Source: an optimization exercise on an open RTL-to-GDS flow (aim: small area). Production flows keep margins and buffers that such runs may drop. RTL that was checked went through simulation tests only; none was proved equivalent to the original. Power figures rest on the tool's default switching activity, not on a simulated workload.

==> inputs of job 8243 <==
Design cnn_top, start of the top module:
module cnn_top
(
    input  logic        clk,
    input  logic        reset,
    input  logic        load_req,
    input  logic [15:0] load_cmd,        
    output logic        load_ack,
    input  logic        run_req,
    output logic        run_ack,
    output logic [81:0] result           
);
Settings: LEC_CHECK=0, CAP_MARGIN=20, CORE_MARGIN=2, CORE_UTILIZATION=65, SLEW_MARGIN=20; clock period 10.0 ns.
standard.sh (not shown) runs the stock make flow with config.mk's settings and CLKGATE_MAP_FILE= SYNTH_SCRIPT=/design/flow/synth_recipe.tcl, a recipe that flattens the netlist after the stock synthesis.
==> flow/flow/run.sh <==
#!/bin/bash
# The standard layout (standard.sh, ORFS) with these changes:
# - input and output ports are buffered with the smallest buffer;
# - clock tree synthesis uses clkbuf_8 sink clusters and no dummy loads;
# - after floorplan, OpenROAD's restructure re-maps the combinational logic for
#   area (flow/restructure.tcl); registers are kept as synthesized.
# The make output goes to standard.log; each ORFS step keeps its own log.
set -euo pipefail
here=$(pwd)
export BUFFER_PORTS_ARGS="-buffer_cell sky130_fd_sc_hd__buf_1"
export CTS_ARGS="-sink_clustering_enable -repair_clock_nets -dont_use_dummy_load -buf_list sky130_fd_sc_hd__clkbuf_8 -sink_clustering_size 20 -sink_clustering_max_diameter 60"
export POST_FLOORPLAN_TCL="$here/flow/restructure.tcl"
bash standard.sh > standard.log 2>&1
==> flow/flow/restructure.tcl <==
# Area recovery after floorplan: re-map the combinational logic with ABC for
# area (OpenROAD restructure). Registers are not touched.
set lib_in [lindex $::env(LIB_FILES) 0]
set work $::env(RESULTS_DIR)/restructure
file mkdir $work
set lib_out $work/lib_dont_use.lib

# a copy of the library with the platform's don't-use cells marked dont_use,
# so that ABC leaves them out
set fh [open $lib_in r]
set text [read $fh]
close $fh
set out ""
set pos 0
foreach {whole name} [regexp -all -inline -indices {cell\s*\(\s*"?([A-Za-z0-9_]+)"?\s*\)\s*\{} $text] {
  set end [lindex $whole 1]
  set cell [string range $text [lindex $name 0] [lindex $name 1]]
  append out [string range $text $pos $end]
  foreach pattern $::env(DONT_USE_CELLS) {
    if { [string match $pattern $cell] } {
      append out "\n    dont_use : true;"
      break
    }
  }
  set pos [expr {$end + 1}]
}
append out [string range $text $pos end]
set fh [open $lib_out w]
puts -nonewline $fh $out
close $fh

set tielo "[lindex $::env(TIELO_CELL_AND_PORT) 0]/[lindex $::env(TIELO_CELL_AND_PORT) 1]"
set tiehi "[lindex $::env(TIEHI_CELL_AND_PORT) 0]/[lindex $::env(TIEHI_CELL_AND_PORT) 1]"
report_design_area
restructure -target area -liberty_file $lib_out -tielo_port $tielo -tiehi_port $tiehi \
  -work_dir $work
report_design_area
==> inputs of job 6120, as changes to job 8243 <==
--- a/flow/design.v
+++ b/flow/design.v
@@ -442,36 +442,39 @@
     input  logic        load_req,
     input  logic [15:0] load_cmd,        
     output logic        load_ack,
     input  logic        run_req,
     output logic        run_ack,
     output logic [81:0] result           
 );
-    localparam logic [2:0] S_IDLE  = 3'd0;      
+    localparam logic [2:0] S_IDLE  = 3'd0;
+    localparam logic [2:0] S_WAIT  = 3'd1;
     localparam logic [2:0] S_CONV  = 3'd2;      
     localparam logic [2:0] S_CONV2 = 3'd3;      
     localparam logic [2:0] S_DENSE = 3'd4;
     localparam logic [2:0] S_FIN   = 3'd5;      
     localparam logic [2:0] S_ACK   = 3'd6;
     logic [2:0]  state;
     logic [5:0]  phi;
     logic [1:0]  ph;                         
     logic [1:0]  pl;                         
+    logic [3:0]  psi;
     logic [1:0]  cls;
     logic        wflag;                      
     logic [63:0][7:0] img;
     logic [8:0][7:0]  flt;
     logic [35:0][7:0] wts;
     logic [8:0][7:0]  fea;
     logic signed [19:0] scores [0:3];
     logic [1:0]  win_class;
     assign result = {win_class, scores[3], scores[2], scores[1], scores[0]};
     logic psi0;
     logic psi_end;
     logic t_last;                            
+    assign psi     = {ph, 1'b0} + 4'(ph) + 4'(pl);
     assign psi0    = ph == 2'd0 && pl == 2'd0;
     assign psi_end = ph == 2'd2 && pl == 2'd2;
     assign t_last  = psi_end && cls == 2'd3 && phi == 6'd63;
     always_ff @(posedge clk or negedge reset)
     begin
         if (!reset)
         begin
@@ -497,34 +500,31 @@
                 cls <= cls + 2'd1;
             end
         end
     end
     logic [1:0] tgt;
     logic [5:0] addr;
     logic [7:0] din;
-    logic [1:0] img_port;                    
-    logic [3:0] psi;
-    logic [5:0] a_d;                         
-    logic       a_hit;                       
-    logic [1:0] a_q;
+    logic [5:0] d_img;
+    logic [1:0] w_cls;
+    logic [3:0] w_k;
     logic       pending;
     logic       wr_ok;
     logic       ack_ok;
     logic       hit_img, hit_flt, hit_wts, ignored, we;
     assign tgt  = load_cmd[15:14];
     assign addr = load_cmd[13:8];
     assign din  = load_cmd[7:0];
-    assign img_port = {addr[5] ^ ~phi[5] ^ (addr[4] & ~phi[4]), addr[4] ^ ~phi[4]};
-    assign psi   = {ph, 1'b0} + 4'(ph) + 4'(pl);
-    assign a_d   = addr - 6'(psi);
-    assign a_hit = a_d == 6'd0 || a_d == 6'd9 || a_d == 6'd18 || a_d == 6'd27;
-    assign a_q   = a_d[4:3];
+    assign d_img = {addr[5:4] - phi[5:4], 4'd0};
+    assign w_cls = addr >= 6'd27 ? 2'd3 : addr >= 6'd18 ? 2'd2 : addr >= 6'd9 ? 2'd1 : 2'd0;
+    assign w_k   = 4'(addr - 6'd9 * 6'(w_cls));
     assign hit_img = tgt == 2'd0 && addr[3:0] == phi[3:0];
-    assign hit_flt = tgt == 2'd1 && a_d == 6'd0;
-    assign hit_wts = tgt == 2'd2 && addr < 6'd36 && a_hit;
+    assign hit_flt = tgt == 2'd1 && addr == 6'(psi);
+    assign hit_wts = tgt == 2'd2 && addr < 6'd36
+                     && w_k == psi;
     assign ignored = tgt == 2'd3 || (tgt == 2'd1 && addr >= 6'd9)
                      || (tgt == 2'd2 && addr >= 6'd36);
     assign pending = load_req && !load_ack;
     assign ack_ok  = state == S_IDLE && !run_req;
     assign wr_ok   = ack_ok || state == S_ACK;      
     assign we      = pending && wr_ok;
     always_ff @(posedge clk or negedge reset)
@@ -551,15 +551,15 @@
     begin
         for (int p = 0; p < 64; p++)
         begin
             img[p] <= img[(p + 1) % 64];
         end
         for (int m = 0; m < 4; m++)
         begin
-            if (we && hit_img && img_port == 2'(m))
+            if (we && hit_img && d_img[5:4] == 2'(m + 1))
             begin
                 img[16*m + 15] <= din;
             end
         end
     end
     always_ff @(posedge clk)
     begin
@@ -573,27 +573,26 @@
     begin
         for (int p = 0; p < 36; p++)
         begin
             wts[p] <= wts[(p + 1) % 36];
         end
         for (int m = 0; m < 4; m++)
         begin
-            if (we && hit_wts && a_q - cls == 2'(m + 1))
+            if (we && hit_wts && w_cls - cls == 2'(m + 1))
             begin
                 wts[9*m + 8] <= din;
             end
         end
     end
     logic [7:0]  opa;                        
     logic [7:0]  opb;                        
     logic signed [19:0] sum;                 
     logic dense;
     logic idle;                              
-    logic hold;                              
-    logic upd;                               
+    logic hold;
     assign dense = state == S_DENSE;
     assign idle  = (state == S_CONV && cls[0]) || (state == S_CONV2 && !cls[0]);
     assign hold  = idle || state == S_FIN || state == S_ACK;
     always_comb
     begin
         if (dense || idle)
         begin
@@ -603,35 +602,45 @@
         begin
             opa = (ph == 2'd0) ? img[0] : (ph == 2'd1) ? img[5] : img[10];
         end
         if (dense)
         begin
             opb = wts[0];
         end
-        else if (hold)
+        else if (idle)
         begin
-            opb = upd ? 8'hff : 8'h00;
+            opb = 8'hff;                     
         end
         else
         begin
             opb = flt[0];
         end
     end
-    cnn_mac u_mac (.a(opa), .b(opb), .acc(scores[3]), .clr(psi0 && !hold), .q(sum));
+    cnn_mac u_mac (.a(opa), .b(opb), .acc(scores[3]), .clr(psi0 && !idle), .q(sum));
     always_ff @(posedge clk)
     begin
-        scores[3] <= sum;
+        if (!hold)
+        begin
+            scores[3] <= sum;
+        end
     end
     logic [5:0] slot_o;
     logic [3:0] tgt_g;
     logic       tgt_first;                   
+    logic       upd;
     logic [7:0] relu;
     assign slot_o = phi - 6'd8;
-    assign tgt_g     = scores[2][3:0];
-    assign tgt_first = scores[2][4];
+    always_ff @(posedge clk)
+    begin
+        if (psi_end)
+        begin
+            tgt_g     <= {slot_o[5:4], slot_o[2:1]};
+            tgt_first <= !slot_o[3] && !slot_o[0];
+        end
+    end
     assign upd  = idle && tgt_g == {ph, pl};
     assign relu = scores[3][19] ? 8'd0 : (|scores[3][18:8]) ? 8'd255 : scores[3][7:0];
     always_ff @(posedge clk)
     begin
         for (int p = 0; p < 8; p++)
         begin
             fea[p] <= fea[p + 1];
@@ -660,19 +669,14 @@
     assign gtc[0] = 1'b0;
     for (genvar i = 0; i < 20; i++)
     begin : g_gt
         assign gtc[i + 1] = (ca[i] & cb[i]) | (ca[i] & gtc[i]) | (cb[i] & gtc[i]);
     end
     always_ff @(posedge clk)
     begin
-        if ((state == S_CONV || state == S_CONV2) && psi_end)
-        begin
-            scores[2][3:0] <= {slot_o[5:4], slot_o[2:1]};
-            scores[2][4]   <= !slot_o[3] && !slot_o[0];
-        end
         if (cmp)
         begin
             for (int q = 0; q < 3; q++)
             begin
                 if (cmp_cls == 2'(q))
                 begin
                     scores[q] <= scores[3];
@@ -680,27 +684,34 @@
             end
             if (cmp_cls == 2'd0 || gtc[20])
             begin
                 win_class <= cmp_cls;
             end
         end
     end
-    assign run_ack = state == S_ACK;
     always_ff @(posedge clk or negedge reset)
     begin
         if (!reset)
         begin
             state   <= S_IDLE;
+            run_ack <= 1'b0;
         end
         else
         begin
             case (state)
                 S_IDLE:
                 begin
-                    if (run_req && t_last)
+                    if (run_req)
+                    begin
+                        state <= S_WAIT;
+                    end
+                end
+                S_WAIT:
+                begin
+                    if (t_last)
                     begin
                         state <= S_CONV;
                     end
                 end
                 S_CONV:
                 begin
                     if (t_last)
@@ -720,20 +731,22 @@
                     if (psi_end && cls == 2'd3)
                     begin
                         state <= S_FIN;
                     end
                 end
                 S_FIN:
                 begin
-                    state <= S_ACK;
+                    state   <= S_ACK;
+                    run_ack <= 1'b1;
                 end
                 default:
                 begin
                     if (!run_req)
                     begin
-                        state <= S_IDLE;
+                        state   <= S_IDLE;
+                        run_ack <= 1'b0;
                     end
                 end
             endcase
         end
     end
 endmodule
==> flow/flow/run.sh (replaced) <==
#!/bin/bash
set -euo pipefail
export BUFFER_PORTS_ARGS="-buffer_cell sky130_fd_sc_hd__buf_1"
export CTS_ARGS="-sink_clustering_enable -repair_clock_nets -dont_use_dummy_load -buf_list sky130_fd_sc_hd__clkbuf_8 -sink_clustering_size 18 -sink_clustering_max_diameter 60"
bash standard.sh > standard.log 2>&1
==> flow/config.mk (replaced) <==
export PLATFORM = sky130hd
export DESIGN_NAME = cnn_top
export DESIGN_NICKNAME = cnn_top
export VERILOG_FILES = /design/flow/design.v
export SDC_FILE = /design/flow/constraint.sdc
export NUM_CORES = 4
export LEC_CHECK = 0
export CAP_MARGIN = 0
export CORE_MARGIN = 2
export CORE_UTILIZATION = 60
export SLEW_MARGIN = 0
removed: flow/flow/restructure.tcl
==> comparison <==
Of job 6120 and job 8243, job 6120 has the higher cell area (gap 4.0%, measured against job 8243). In sequential power, job 6120 and job 8243 hardly differ. Of job 8243 and job 6120, job 6120 has the higher count of clock-buffer cells in the layout (gap 10). Of job 8243 and job 6120, job 6120 has the higher hold slack (gap 44 ps). Of job 8243 and job 6120, job 6120 has the higher die area (gap about 9%, measured against job 6120). Clock power: job 8243 is smaller than job 6120 (about 6%). Fmax: job 8243 is higher than job 6120 (8.3%). Between job 6120 and job 8243, the lower combinational power is in job 6120 (gap about 80%, measured against job 8243). Between job 8243 and job 6120, the lower critical path depth is in job 6120 (gap 10).

* * *

==> job 5309 <==
Another version of the RTL of cnn_top (not shown whole).
==> flow/config.mk <==
export PLATFORM = sky130hd
export DESIGN_NAME = cnn_top
export DESIGN_NICKNAME = cnn_top
export VERILOG_FILES = /design/flow/design.v
export SDC_FILE = /design/flow/constraint.sdc
export NUM_CORES = 4
export LEC_CHECK = 0
export CAP_MARGIN = 20
export CORE_MARGIN = 2
export CORE_UTILIZATION = 60
export GPL_TIMING_DRIVEN = 0
export SLEW_MARGIN = 20
==> flow/constraint.sdc <==
create_clock -name core_clock -period 10.0 [get_ports {clk}]
set_input_delay 2.0000 -clock core_clock [delete_from_list [all_inputs] [get_ports {clk}]]
set_output_delay 2.0000 -clock core_clock [all_outputs]
set_load 0.01 [all_outputs]
==> flow/flow/run.sh <==
#!/bin/bash
set -euo pipefail
export BUFFER_PORTS_ARGS="-buffer_cell sky130_fd_sc_hd__buf_1"
export CTS_ARGS="-sink_clustering_enable -repair_clock_nets -dont_use_dummy_load -buf_list sky130_fd_sc_hd__clkbuf_8 -sink_clustering_size 18 -sink_clustering_max_diameter 60"
bash standard.sh > standard.log 2>&1
==> job 1882: changes against job 5309 <==
--- a/flow/design.v
+++ b/flow/design.v
@@ -443,14 +443,13 @@
     input  logic [15:0] load_cmd,        
     output logic        load_ack,
     input  logic        run_req,
     output logic        run_ack,
     output logic [81:0] result           
 );
-    localparam logic [2:0] S_IDLE  = 3'd0;
-    localparam logic [2:0] S_WAIT  = 3'd1;
+    localparam logic [2:0] S_IDLE  = 3'd0;      
     localparam logic [2:0] S_CONV  = 3'd2;      
     localparam logic [2:0] S_CONV2 = 3'd3;      
     localparam logic [2:0] S_DENSE = 3'd4;
     localparam logic [2:0] S_FIN   = 3'd5;      
     localparam logic [2:0] S_ACK   = 3'd6;
     logic [2:0]  state;
@@ -500,41 +499,31 @@
         end
     end
     logic [1:0] tgt;
     logic [5:0] addr;
     logic [7:0] din;
     logic [1:0] img_port;                    
-    logic [1:0] a_q;                         
-    logic [1:0] a_h;
-    logic [1:0] a_l;
+    logic [3:0] psi;
+    logic [5:0] a_d;                         
+    logic       a_hit;                       
+    logic [1:0] a_q;
     logic       pending;
     logic       wr_ok;
     logic       ack_ok;
     logic       hit_img, hit_flt, hit_wts, ignored, we;
     assign tgt  = load_cmd[15:14];
     assign addr = load_cmd[13:8];
     assign din  = load_cmd[7:0];
     assign img_port = {addr[5] ^ ~phi[5] ^ (addr[4] & ~phi[4]), addr[4] ^ ~phi[4]};
-    always_comb
-    begin
-        a_q = 2'd0;
-        a_h = 2'd0;
-        a_l = 2'd0;
-        for (int i = 0; i < 36; i++)
-        begin
-            if (addr == 6'(i))
-            begin
-                a_q = 2'(i / 9);
-                a_h = 2'((i % 9) / 3);
-                a_l = 2'(i % 3);
-            end
-        end
-    end
+    assign psi   = {ph, 1'b0} + 4'(ph) + 4'(pl);
+    assign a_d   = addr - 6'(psi);
+    assign a_hit = a_d == 6'd0 || a_d == 6'd9 || a_d == 6'd18 || a_d == 6'd27;
+    assign a_q   = a_d[4:3];
     assign hit_img = tgt == 2'd0 && addr[3:0] == phi[3:0];
-    assign hit_flt = tgt == 2'd1 && addr < 6'd9 && a_h == ph && a_l == pl;
-    assign hit_wts = tgt == 2'd2 && addr < 6'd36 && a_h == ph && a_l == pl;
+    assign hit_flt = tgt == 2'd1 && a_d == 6'd0;
+    assign hit_wts = tgt == 2'd2 && addr < 6'd36 && a_hit;
     assign ignored = tgt == 2'd3 || (tgt == 2'd1 && addr >= 6'd9)
                      || (tgt == 2'd2 && addr >= 6'd36);
     assign pending = load_req && !load_ack;
     assign ack_ok  = state == S_IDLE && !run_req;
     assign wr_ok   = ack_ok || state == S_ACK;      
     assign we      = pending && wr_ok;
@@ -596,13 +585,14 @@
     end
     logic [7:0]  opa;                        
     logic [7:0]  opb;                        
     logic signed [19:0] sum;                 
     logic dense;
     logic idle;                              
-    logic hold;
+    logic hold;                              
+    logic upd;                               
     assign dense = state == S_DENSE;
     assign idle  = (state == S_CONV && cls[0]) || (state == S_CONV2 && !cls[0]);
     assign hold  = idle || state == S_FIN || state == S_ACK;
     always_comb
     begin
         if (dense || idle)
@@ -614,43 +604,33 @@
             opa = (ph == 2'd0) ? img[0] : (ph == 2'd1) ? img[5] : img[10];
         end
         if (dense)
         begin
             opb = wts[0];
         end
-        else if (idle)
+        else if (hold)
         begin
-            opb = 8'hff;                     
+            opb = upd ? 8'hff : 8'h00;
         end
         else
         begin
             opb = flt[0];
         end
     end
-    cnn_mac u_mac (.a(opa), .b(opb), .acc(scores[3]), .clr(psi0 && !idle), .q(sum));
+    cnn_mac u_mac (.a(opa), .b(opb), .acc(scores[3]), .clr(psi0 && !hold), .q(sum));
     always_ff @(posedge clk)
     begin
-        if (!hold)
-        begin
-            scores[3] <= sum;
-        end
+        scores[3] <= sum;
     end
     logic [5:0] slot_o;
     logic [3:0] tgt_g;
     logic       tgt_first;                   
-    logic       upd;
     logic [7:0] relu;
     assign slot_o = phi - 6'd8;
-    always_ff @(posedge clk)
-    begin
-        if (psi_end)
-        begin
-            tgt_g     <= {slot_o[5:4], slot_o[2:1]};
-            tgt_first <= !slot_o[3] && !slot_o[0];
-        end
-    end
+    assign tgt_g     = scores[2][3:0];
+    assign tgt_first = scores[2][4];
     assign upd  = idle && tgt_g == {ph, pl};
     assign relu = scores[3][19] ? 8'd0 : (|scores[3][18:8]) ? 8'd255 : scores[3][7:0];
     always_ff @(posedge clk)
     begin
         for (int p = 0; p < 8; p++)
         begin
@@ -681,12 +661,17 @@
     for (genvar i = 0; i < 20; i++)
     begin : g_gt
         assign gtc[i + 1] = (ca[i] & cb[i]) | (ca[i] & gtc[i]) | (cb[i] & gtc[i]);
     end
     always_ff @(posedge clk)
     begin
+        if ((state == S_CONV || state == S_CONV2) && psi_end)
+        begin
+            scores[2][3:0] <= {slot_o[5:4], slot_o[2:1]};
+            scores[2][4]   <= !slot_o[3] && !slot_o[0];
+        end
         if (cmp)
         begin
             for (int q = 0; q < 3; q++)
             begin
                 if (cmp_cls == 2'(q))
                 begin
@@ -696,32 +681,25 @@
             if (cmp_cls == 2'd0 || gtc[20])
             begin
                 win_class <= cmp_cls;
             end
         end
     end
+    assign run_ack = state == S_ACK;
     always_ff @(posedge clk or negedge reset)
     begin
         if (!reset)
         begin
             state   <= S_IDLE;
-            run_ack <= 1'b0;
         end
         else
         begin
             case (state)
                 S_IDLE:
                 begin
-                    if (run_req)
-                    begin
-                        state <= S_WAIT;
-                    end
-                end
-                S_WAIT:
-                begin
-                    if (t_last)
+                    if (run_req && t_last)
                     begin
                         state <= S_CONV;
                     end
                 end
                 S_CONV:
                 begin
@@ -743,21 +721,19 @@
                     begin
                         state <= S_FIN;
                     end
                 end
                 S_FIN:
                 begin
-                    state   <= S_ACK;
-                    run_ack <= 1'b1;
+                    state <= S_ACK;
                 end
                 default:
                 begin
                     if (!run_req)
                     begin
-                        state   <= S_IDLE;
-                        run_ack <= 1'b0;
+                        state <= S_IDLE;
                     end
                 end
             endcase
         end
     end
 endmodule
==> flow/flow/run.sh (replaced) <==
#!/bin/bash
# The standard layout (standard.sh, ORFS) with these changes:
# - input and output ports are buffered with the smallest buffer;
# - clock tree synthesis uses clkbuf_8 sink clusters and no dummy loads;
# - after floorplan, OpenROAD's restructure re-maps the combinational logic for
#   area (flow/restructure.tcl); registers are kept as synthesized.
# The make output goes to standard.log; each ORFS step keeps its own log.
set -euo pipefail
here=$(pwd)
export BUFFER_PORTS_ARGS="-buffer_cell sky130_fd_sc_hd__buf_1"
export CTS_ARGS="-sink_clustering_enable -repair_clock_nets -dont_use_dummy_load -buf_list sky130_fd_sc_hd__clkbuf_8 -sink_clustering_size 19 -sink_clustering_max_diameter 60"
export POST_FLOORPLAN_TCL="$here/flow/restructure.tcl"
bash standard.sh > standard.log 2>&1
==> flow/flow/restructure.tcl (new file) <==
# Area recovery after floorplan: re-map the combinational logic with ABC for
# area (OpenROAD restructure). Registers are not touched.
set lib_in [lindex $::env(LIB_FILES) 0]
set work $::env(RESULTS_DIR)/restructure
file mkdir $work
set lib_out $work/lib_dont_use.lib

# a copy of the library with the platform's don't-use cells marked dont_use,
# so that ABC leaves them out
set fh [open $lib_in r]
set text [read $fh]
close $fh
set out ""
set pos 0
foreach {whole name} [regexp -all -inline -indices {cell\s*\(\s*"?([A-Za-z0-9_]+)"?\s*\)\s*\{} $text] {
  set end [lindex $whole 1]
  set cell [string range $text [lindex $name 0] [lindex $name 1]]
  append out [string range $text $pos $end]
  foreach pattern $::env(DONT_USE_CELLS) {
    if { [string match $pattern $cell] } {
      append out "\n    dont_use : true;"
      break
    }
  }
  set pos [expr {$end + 1}]
}
append out [string range $text $pos end]
set fh [open $lib_out w]
puts -nonewline $fh $out
close $fh

set tielo "[lindex $::env(TIELO_CELL_AND_PORT) 0]/[lindex $::env(TIELO_CELL_AND_PORT) 1]"
set tiehi "[lindex $::env(TIEHI_CELL_AND_PORT) 0]/[lindex $::env(TIEHI_CELL_AND_PORT) 1]"
report_design_area
restructure -target area -liberty_file $lib_out -tielo_port $tielo -tiehi_port $tiehi \
  -work_dir $work
report_design_area
==> flow/config.mk (replaced) <==
export PLATFORM = sky130hd
export DESIGN_NAME = cnn_top
export DESIGN_NICKNAME = cnn_top
export VERILOG_FILES = /design/flow/design.v
export SDC_FILE = /design/flow/constraint.sdc
export NUM_CORES = 4
export LEC_CHECK = 0
export CAP_MARGIN = 20
export CORE_MARGIN = 2
export CORE_UTILIZATION = 65
export SLEW_MARGIN = 20
==> job 2724: changes against job 5309 <==
--- a/flow/design.v
+++ b/flow/design.v
@@ -596,13 +596,14 @@
     end
     logic [7:0]  opa;                        
     logic [7:0]  opb;                        
     logic signed [19:0] sum;                 
     logic dense;
     logic idle;                              
-    logic hold;
+    logic hold;                              
+    logic upd;                               
     assign dense = state == S_DENSE;
     assign idle  = (state == S_CONV && cls[0]) || (state == S_CONV2 && !cls[0]);
     assign hold  = idle || state == S_FIN || state == S_ACK;
     always_comb
     begin
         if (dense || idle)
@@ -614,33 +615,29 @@
             opa = (ph == 2'd0) ? img[0] : (ph == 2'd1) ? img[5] : img[10];
         end
         if (dense)
         begin
             opb = wts[0];
         end
-        else if (idle)
+        else if (hold)
         begin
-            opb = 8'hff;                     
+            opb = upd ? 8'hff : 8'h00;
         end
         else
         begin
             opb = flt[0];
         end
     end
-    cnn_mac u_mac (.a(opa), .b(opb), .acc(scores[3]), .clr(psi0 && !idle), .q(sum));
+    cnn_mac u_mac (.a(opa), .b(opb), .acc(scores[3]), .clr(psi0 && !hold), .q(sum));
     always_ff @(posedge clk)
     begin
-        if (!hold)
-        begin
-            scores[3] <= sum;
-        end
+        scores[3] <= sum;
     end
     logic [5:0] slot_o;
     logic [3:0] tgt_g;
     logic       tgt_first;                   
-    logic       upd;
     logic [7:0] relu;
     assign slot_o = phi - 6'd8;
     always_ff @(posedge clk)
     begin
         if (psi_end)
         begin
==> run notes <==
metric	job 2724	job 5309	job 1882
Status	finished clean	finished clean	finished clean
Post-route met1 wirelength	21.3 mm	20.4 mm	22.8 mm
Syn Area/Cell	15.5 µm²	15.6 µm²	15.6 µm²
Number of fillers in the final layout	3274	3381	2833
Crit Path Max Fanout	10	10	12
Max Clk Rate	104 MHz	104 MHz	113 MHz
Synthesized-area fraction occupied by and/or/nand/nor cells	4.36%	4.19%	3.80%
Number of multi-input combinational cells in the layout	606	593	831
Count of distinct cell types in the synthesized netlist	59	60	60
Synth Cell Area	0.0273 mm²	0.0274 mm²	0.0271 mm²
Worst setup path end	fea[68]	fea[69]	fea[66]
Combinational cell power	0.553 mW	0.701 mW	3.57 mW
Clock latency reported for the late side of the worst-skew pair	0.68 ns	0.65 ns	0.66 ns
Met3 layer usage reported by global route	4.40%	3.17%	4.45%
Finished Core Util	66.0%	65.9%	70.0%
Die Outline Area	0.0472 mm²	0.0474 mm²	0.0434 mm²
Cell total after placement	2464	2456	2614
Inverters	77	81	99
Met1 Use GR	27.4%	26.2%	31.6%
Antenna violations before repair	4	0	4
Horizontal die dimension	217 µm	218 µm	208 µm
Initial cell density of the core	60.5%	60.5%	66.2%
The RTL of job 5309 was laid out without a check of its function.

port drivers added, routing unchanged:
The results above use ideal ports. As a check the final layouts listed here were re-extracted and re-timed, cells and wires unchanged.
Step 1: set_driving_cell puts a clkbuf_16 on clk and a buf_2 on each other input, an assumption about the parent block.
Step 2 also shifts input and output timing later by t, the mid clock arrival at the registers, as if the neighbouring blocks saw the same clock.
Slacks: ideal ports / drivers / drivers and shift; pairs: ideal ports / drivers.
| run | t, ns | setup WS [ns] | worst setup path at the end | slew at the worst register clock pin (ns) | worst data-port slew with drivers (ns) |
|---|---|---|---|---|---|
| job 8243 | 0.703 | 1.161 / 1.161 / 1.161 | register to register | 0.12 / 0.12 | 0.11 |
| job 6120 | 0.665 | 0.431 / 0.431 / 0.431 | register to register | 0.11 / 0.11 | 0.06 |
| job 5309 | 0.670 | 0.372 / 0.372 / 0.372 | register to register | 0.10 / 0.10 | 0.04 |
| job 1882 | 0.671 | 1.140 / 1.140 / 1.140 | register to register | 0.11 / 0.11 | 0.11 |
| job 2724 | 0.692 | 0.416 / 0.416 / 0.416 | register to register | 0.11 / 0.11 | 0.11 |
After both steps setup and hold are still met in every run listed.
